Source: an optimization exercise on an open RTL-to-GDS flow (aim: small area and a short achievable clock period). Production flows keep margins and buffers that such runs may drop. Function was checked by simulation only, so behaviour that the tests miss may differ from the original. Power is estimated from default activity; no workload was simulated.

## camera_display_top
module camera_display_top (
    input  logic       video_clk,
    input  logic       rst_n,
    input  logic       cam_vsync,
    input  logic       cam_href,
    input  logic [7:0] cam_data,
    output logic       vid_hs,
    output logic       vid_vs,
    output logic       vid_de,
    output logic [7:0] vid_r,
    output logic [7:0] vid_g,
    output logic [7:0] vid_b
);
Size: ~39 I/O pins, roughly 63000 µm² of cells after synthesis.
make LEC_CHECK=0 CAP_MARGIN=20 CORE_MARGIN=2 CORE_UTILIZATION=50 PLACE_DENSITY=0.65 SETUP_SLACK_MARGIN=2.6 SLEW_MARGIN=20 finish   # period 5.0 ns
run.sh (not shown) runs the stock make flow with config.mk's settings and CLKGATE_MAP_FILE= SYNTH_SCRIPT=/design/flow/synth_recipe.tcl, a recipe that flattens the netlist after the stock synthesis.
Then changed:
--- a/flow/design.v
+++ b/flow/design.v
@@ -133,13 +133,12 @@
     logic [W-1:0]  ring [N];
     logic [W-1:0]  low_word [3];    
     logic          slot_sel;        
     logic [1:0]    landing;         
     logic [1:0]    waiting;         
     logic [1:0]    low;             
-    logic [1:0]    low_a [2];       
     logic [AW-1:0] place [2];       
     logic [W-1:0]  data [2];
     logic [1:0]    aligned;         
     logic [1:0]    enter;
     always_ff @(posedge video_clk or negedge rst_n)
     begin
@@ -172,24 +171,23 @@
             waiting[s] <= (landing[s] | waiting[s]) & ~aligned[s] & ~low[s];
             if (pix_en && (slot_sel == 1'(s)))
             begin
                 place[s] <= pix_addr - phase - 1'b1;
                 data[s]  <= pix_data;
                 low[s]   <= (pix_addr < AW'(3));
-                low_a[s] <= pix_addr[1:0];
             end
             else
             begin
                 place[s] <= place[s] - 1'b1;
             end
         end
         for (int s = 0; s < 2; s++)
         begin
             for (int a = 0; a < 3; a++)
             begin
-                if (landing[s] && low[s] && (low_a[s] == 2'(a)))
+                if (landing[s] && low[s] && ((place[s] + phase) == AW'(a)))
                 begin
                     low_word[a] <= data[s];
                 end
             end
         end
     end
@@ -309,59 +307,40 @@
     assign hs_raw = (h_cnt >= video_pkg::H_CNT_W'(video_pkg::H_SYNC_START)) &&
                     (h_cnt <= video_pkg::H_CNT_W'(video_pkg::H_SYNC_END));      
     assign vs_raw = (v_cnt >= video_pkg::V_CNT_W'(video_pkg::V_SYNC_START)) &&
                     (v_cnt <= video_pkg::V_CNT_W'(video_pkg::V_SYNC_END));      
     assign de_raw = (h_cnt < video_pkg::H_CNT_W'(video_pkg::H_ACTIVE)) &&
                     (v_cnt < video_pkg::V_CNT_W'(video_pkg::V_ACTIVE));
-    logic [video_pkg::H_CNT_W-1:0]  h_nxt;    
+    logic [video_pkg::H_CNT_W-1:0]  h_nxt;
     logic [video_pkg::V_CNT_W-1:0]  v_nxt;
     logic [video_pkg::H_CNT_W-1:0]  h_ahd;    
     logic [video_pkg::V_CNT_W-1:0]  v_ahd;
-    always_ff @(posedge video_clk or negedge rst_n)
-    begin
-        if (!rst_n)
-        begin
-            h_nxt <= video_pkg::H_CNT_W'(1);
-            v_nxt <= '0;
-            h_ahd <= video_pkg::H_CNT_W'(4);
-            v_ahd <= '0;
-        end
-        else
-        begin
-            if (h_nxt == video_pkg::H_CNT_W'(video_pkg::H_TOTAL - 1))
-            begin
-                h_nxt <= '0;
-                v_nxt <= (v_nxt == video_pkg::V_CNT_W'(video_pkg::V_TOTAL - 1)) ? '0 : v_nxt + 1'b1;
-            end
-            else
-            begin
-                h_nxt <= h_nxt + 1'b1;
-            end
-            if (h_ahd == video_pkg::H_CNT_W'(video_pkg::H_TOTAL - 1))
-            begin
-                h_ahd <= '0;
-                v_ahd <= (v_ahd == video_pkg::V_CNT_W'(video_pkg::V_TOTAL - 1)) ? '0 : v_ahd + 1'b1;
-            end
-            else
-            begin
-                h_ahd <= h_ahd + 1'b1;
-            end
-        end
-    end
     logic                           de_ahd;
     logic [video_pkg::STORE_AW-1:0] a_nxt;    
     logic [video_pkg::STORE_AW-1:0] p_nxt;    
     logic [video_pkg::STORE_AW-1:0] t_ahd;    
     logic [video_pkg::STORE_AW-1:0] p_rst;    
     logic [video_pkg::STORE_AW-1:0] t_rst;
     logic [7:0]                     tap_lo_c, tap_lo_r;
     logic [3:0]                     tap_hi_c, tap_hi_r;
     logic [3:0]                     lag_c, lag_r;
     logic [2:0]                     low_c;
     always_comb
     begin
+        h_nxt = h_last ? '0 : h_cnt + 1'b1;
+        v_nxt = h_last ? (v_last ? '0 : v_cnt + 1'b1) : v_cnt;
+        if (h_nxt < video_pkg::H_CNT_W'(video_pkg::H_TOTAL - 3))
+        begin
+            h_ahd = h_nxt + 2'd3;
+            v_ahd = v_nxt;
+        end
+        else
+        begin
+            h_ahd = h_nxt - video_pkg::H_CNT_W'(video_pkg::H_TOTAL - 3);
+            v_ahd = (v_nxt == video_pkg::V_CNT_W'(video_pkg::V_TOTAL - 1)) ? '0 : v_nxt + 1'b1;
+        end
         de_ahd = (h_ahd < video_pkg::H_CNT_W'(video_pkg::H_ACTIVE)) &&
                  (v_ahd < video_pkg::V_CNT_W'(video_pkg::V_ACTIVE));
         a_nxt  = {v_nxt[video_pkg::V_ADDR_W-1:0], h_nxt[video_pkg::H_ADDR_W-1:0]};
         p_nxt  = a_nxt + ~phase;
         t_ahd  = {v_ahd[video_pkg::V_ADDR_W-1:0], h_ahd[video_pkg::H_ADDR_W-1:0]} + ~phase;
         p_rst  = ~phase;
Register-to-register slack gets worse by 0.84 ns.
Cell area goes up by a few percent.
Die area shrinks by a few percent.
Worst setup slack got worse by 0.84 ns.
Synthesized cell count increases by roughly a tenth.
Hold slack is worse by 0.029 ns.
Core utilization is higher by 2.9 points.


camera_display_top, a different RTL version from the one above (not shown whole).
Size: ~4800 cells after synthesis, ~39 I/O pins, about 0.062 mm2 of cells after synthesis.
==> module frame_store, before the edit <==
module frame_store #(
    parameter int N  = video_pkg::STORE_DEPTH,
    parameter int AW = video_pkg::STORE_AW,
    parameter int W  = video_pkg::PIX_W
) (
    input  logic                           video_clk,
    input  logic                           rst_n,
    input  logic [video_pkg::STORE_AW-1:0] phase,      
    input  logic                           pix_en,     
    input  logic [video_pkg::STORE_AW-1:0] pix_addr,
    input  logic [video_pkg::PIX_W-1:0]    pix_data,
    input  logic [7:0]                     tap_lo,     
    input  logic [3:0]                     tap_hi,     
    input  logic [AW-1:0]                  rd_pos,     
    input  logic [3:0]                     rd_lag,     
    input  logic [2:0]                     rd_low,     
    output logic [video_pkg::PIX_W-1:0]    rd_data     
);
    logic [W-1:0]  ring [N];
    logic [W-1:0]  low_word [3];    
    logic          slot_sel;        
    logic [1:0]    landing;         
    logic [1:0]    waiting;         
    logic [1:0]    low;             
    logic [1:0]    low_a [2];       
    logic [AW-1:0] place [2];       
    logic [W-1:0]  data [2];
    logic [1:0]    aligned;         
    logic [1:0]    landing_c;       
    logic [1:0]    waiting_c;
    logic [1:0]    low_c;
    logic [AW-1:0] place_c [2];
    logic [1:0]    enter_c;         
    always_ff @(posedge video_clk or negedge rst_n)
    begin
        if (!rst_n)
        begin
            landing <= '0;
        end
        else
        begin
            landing <= landing_c;
        end
    end
    always_comb
    begin
        for (int s = 0; s < 2; s++)
        begin
            aligned[s]   = (place[s][1:0] == 2'b01);
            landing_c[s] = pix_en & (slot_sel == 1'(s));
            waiting_c[s] = (landing[s] | waiting[s]) & ~aligned[s] & ~low[s];
            if (landing_c[s])
            begin
                place_c[s] = pix_addr - phase - 1'b1;
                low_c[s]   = (pix_addr < AW'(3));
            end
            else
            begin
                place_c[s] = place[s] - 1'b1;
                low_c[s]   = low[s];
            end
            enter_c[s] = (landing_c[s] | waiting_c[s]) & (place_c[s][1:0] == 2'b01) & ~low_c[s];
        end
    end
    always_ff @(posedge video_clk)
    begin
        if (pix_en)
        begin
            slot_sel <= ~slot_sel;
        end
        waiting <= waiting_c;
        for (int s = 0; s < 2; s++)
        begin
            place[s] <= place_c[s];
            low[s]   <= low_c[s];
            if (landing_c[s])
            begin
                data[s]  <= pix_data;
                low_a[s] <= pix_addr[1:0];
            end
        end
        for (int s = 0; s < 2; s++)
        begin
            for (int a = 0; a < 3; a++)
            begin
                if (landing[s] && low[s] && (low_a[s] == 2'(a)))
                begin
                    low_word[a] <= data[s];
                end
            end
        end
    end
    logic           ins_land;       
    logic           ins_wait;       
    logic           ins_slot;
    logic [7:0]     ins_lo;         
    logic [3:0]     ins_hi;
    logic [AW-1:0]  ins_place_c;
    logic [N/4-1:0] tap_en;
    logic [W-1:0]   tap_data;
    assign ins_place_c = enter_c[1] ? place_c[1] : place_c[0];
    always_ff @(posedge video_clk or negedge rst_n)
    begin
        if (!rst_n)
        begin
            ins_land <= 1'b0;
        end
        else
        begin
            ins_land <= |(enter_c & landing_c);
        end
    end
    always_ff @(posedge video_clk)
    begin
        ins_wait <= |(enter_c & waiting_c);
        ins_slot <= enter_c[1];
        for (int i = 0; i < 8; i++)
        begin
            ins_lo[i] <= (ins_place_c[4:2] == 3'(i));
        end
        for (int i = 0; i < 4; i++)
        begin
            ins_hi[i] <= (ins_place_c[6:5] == 2'(i));
        end
    end
    assign tap_data = ins_slot ? data[1] : data[0];
    always_comb
    begin
        for (int k = 0; k < N/4; k++)
        begin
            tap_en[k] = (ins_land | ins_wait) & ins_lo[k % 8] & ins_hi[k / 8];
        end
    end
    always_ff @(posedge video_clk)
    begin
        for (int p = 0; p < N; p++)
        begin
            if ((p % 4 == 0) && tap_en[p/4])
            begin
                ring[p] <= tap_data;
            end
            else
            begin
                ring[p] <= ring[(p + 1) % N];
            end
        end
    end
    logic [N/4-1:0] tap_sel;
    logic [W-1:0]   tap_word;
    logic [W-1:0]   smp [4];
    logic [3:0]     rd_lag_q;
    logic [1:0]     rd_slot;        
    logic           byp_q;
    logic [W-1:0]   byp_data_q;
    always_comb
    begin
        tap_word = '0;
        for (int k = 0; k < N/4; k++)
        begin
            tap_sel[k] = tap_lo[k % 8] & tap_hi[k / 8];
            tap_word   = tap_word | (ring[4*k] & {W{tap_sel[k]}});
        end
        for (int s = 0; s < 2; s++)
        begin
            rd_slot[s] = waiting[s] && (place[s] == rd_pos);
        end
    end
    always_ff @(posedge video_clk)
    begin
        smp[0] <= tap_word;
        for (int k = 1; k < 4; k++)
        begin
            smp[k] <= smp[k-1];
        end
        rd_lag_q   <= rd_lag;
        byp_q      <= (|rd_low) | rd_slot[0] | rd_slot[1];
        if (|rd_low)
        begin
            byp_data_q <= rd_low[0] ? low_word[0] : (rd_low[1] ? low_word[1] : low_word[2]);
        end
        else
        begin
            byp_data_q <= rd_slot[1] ? data[1] : data[0];
        end
    end
    always_comb
    begin
        rd_data = '0;
        for (int k = 0; k < 4; k++)
        begin
            rd_data = rd_data | (smp[k] & {W{rd_lag_q[k]}});
        end
        if (byp_q)
        begin
            rd_data = byp_data_q;
        end
    end
endmodule
clock: 5.0 ns
lec_check: 0
cap_margin: 20
core_margin: 2
core_utilization: 50
cts_cluster_diameter: 80
cts_cluster_size: 24
place_density: 0.65
setup_slack_margin: 2.7
slew_margin: 20
Edit:
--- a/flow/design.v
+++ b/flow/design.v
@@ -145,6 +145,11 @@
     logic [1:0]    low_c;
     logic [AW-1:0] place_c [2];
     logic [1:0]    enter_c;         
+    logic [AW-1:0] load_place;      
+    always_ff @(posedge video_clk)
+    begin
+        load_place <= pix_addr + ~phase - 1'b1;
+    end
     always_ff @(posedge video_clk or negedge rst_n)
     begin
         if (!rst_n)
@@ -165,7 +170,7 @@
             waiting_c[s] = (landing[s] | waiting[s]) & ~aligned[s] & ~low[s];
             if (landing_c[s])
             begin
-                place_c[s] = pix_addr - phase - 1'b1;
+                place_c[s] = load_place;
                 low_c[s]   = (pix_addr < AW'(3));
             end
             else
Effect: The new run completed and failed the layout checks on antenna rules. First-iteration DRC count increases by about 9%. Die area goes up by 0.30%. Routed wire length went up by 2.4%. Count of clock-buffer cells in the layout is unchanged. Final cell count stays flat. Via count went up by 1.4%. Power fell by 0.47%. Sequential cell count goes up by 7. Setup slack gets better by 0.11 ns. Utilization decreases by 0.48 points. Global-route usage rises by 0.49 points. Register-to-register slack is better by 0.11 ns. Fmax increases by about 4.7%.

[re-timing with driven ports]
No port has a modelled driver above. Below, the same layouts with a new extraction and two added sets of constraints. Step 1, drivers: a clkbuf_16 drives video_clk and a buf_2 each remaining input, both assumed. Step 2 also shifts input and output timing later by t, the mid clock arrival at the registers, as if the neighbouring blocks saw the same clock. Slacks: no drivers / after step 1 / after step 2; pairs: no drivers / after step 1.
run	t (ns)	setup slack, ns	slew at the worst register clock pin (ns)
the first run of note 1	0.869	2.640 / 2.599 / 2.037	0.07 / 0.07
the second run of note 1	0.881	1.802 / 1.802 / 1.802	0.07 / 0.07
the first run of note 2	0.799	2.622 / 2.622 / 2.000	0.10 / 0.10
the second run of note 2	0.799	2.728 / 2.674 / 2.056	0.10 / 0.10
For the second run of note 2, which loses most, drivers alone change the setup slack by -0.054 ns; drivers and shift together by -0.672 ns.
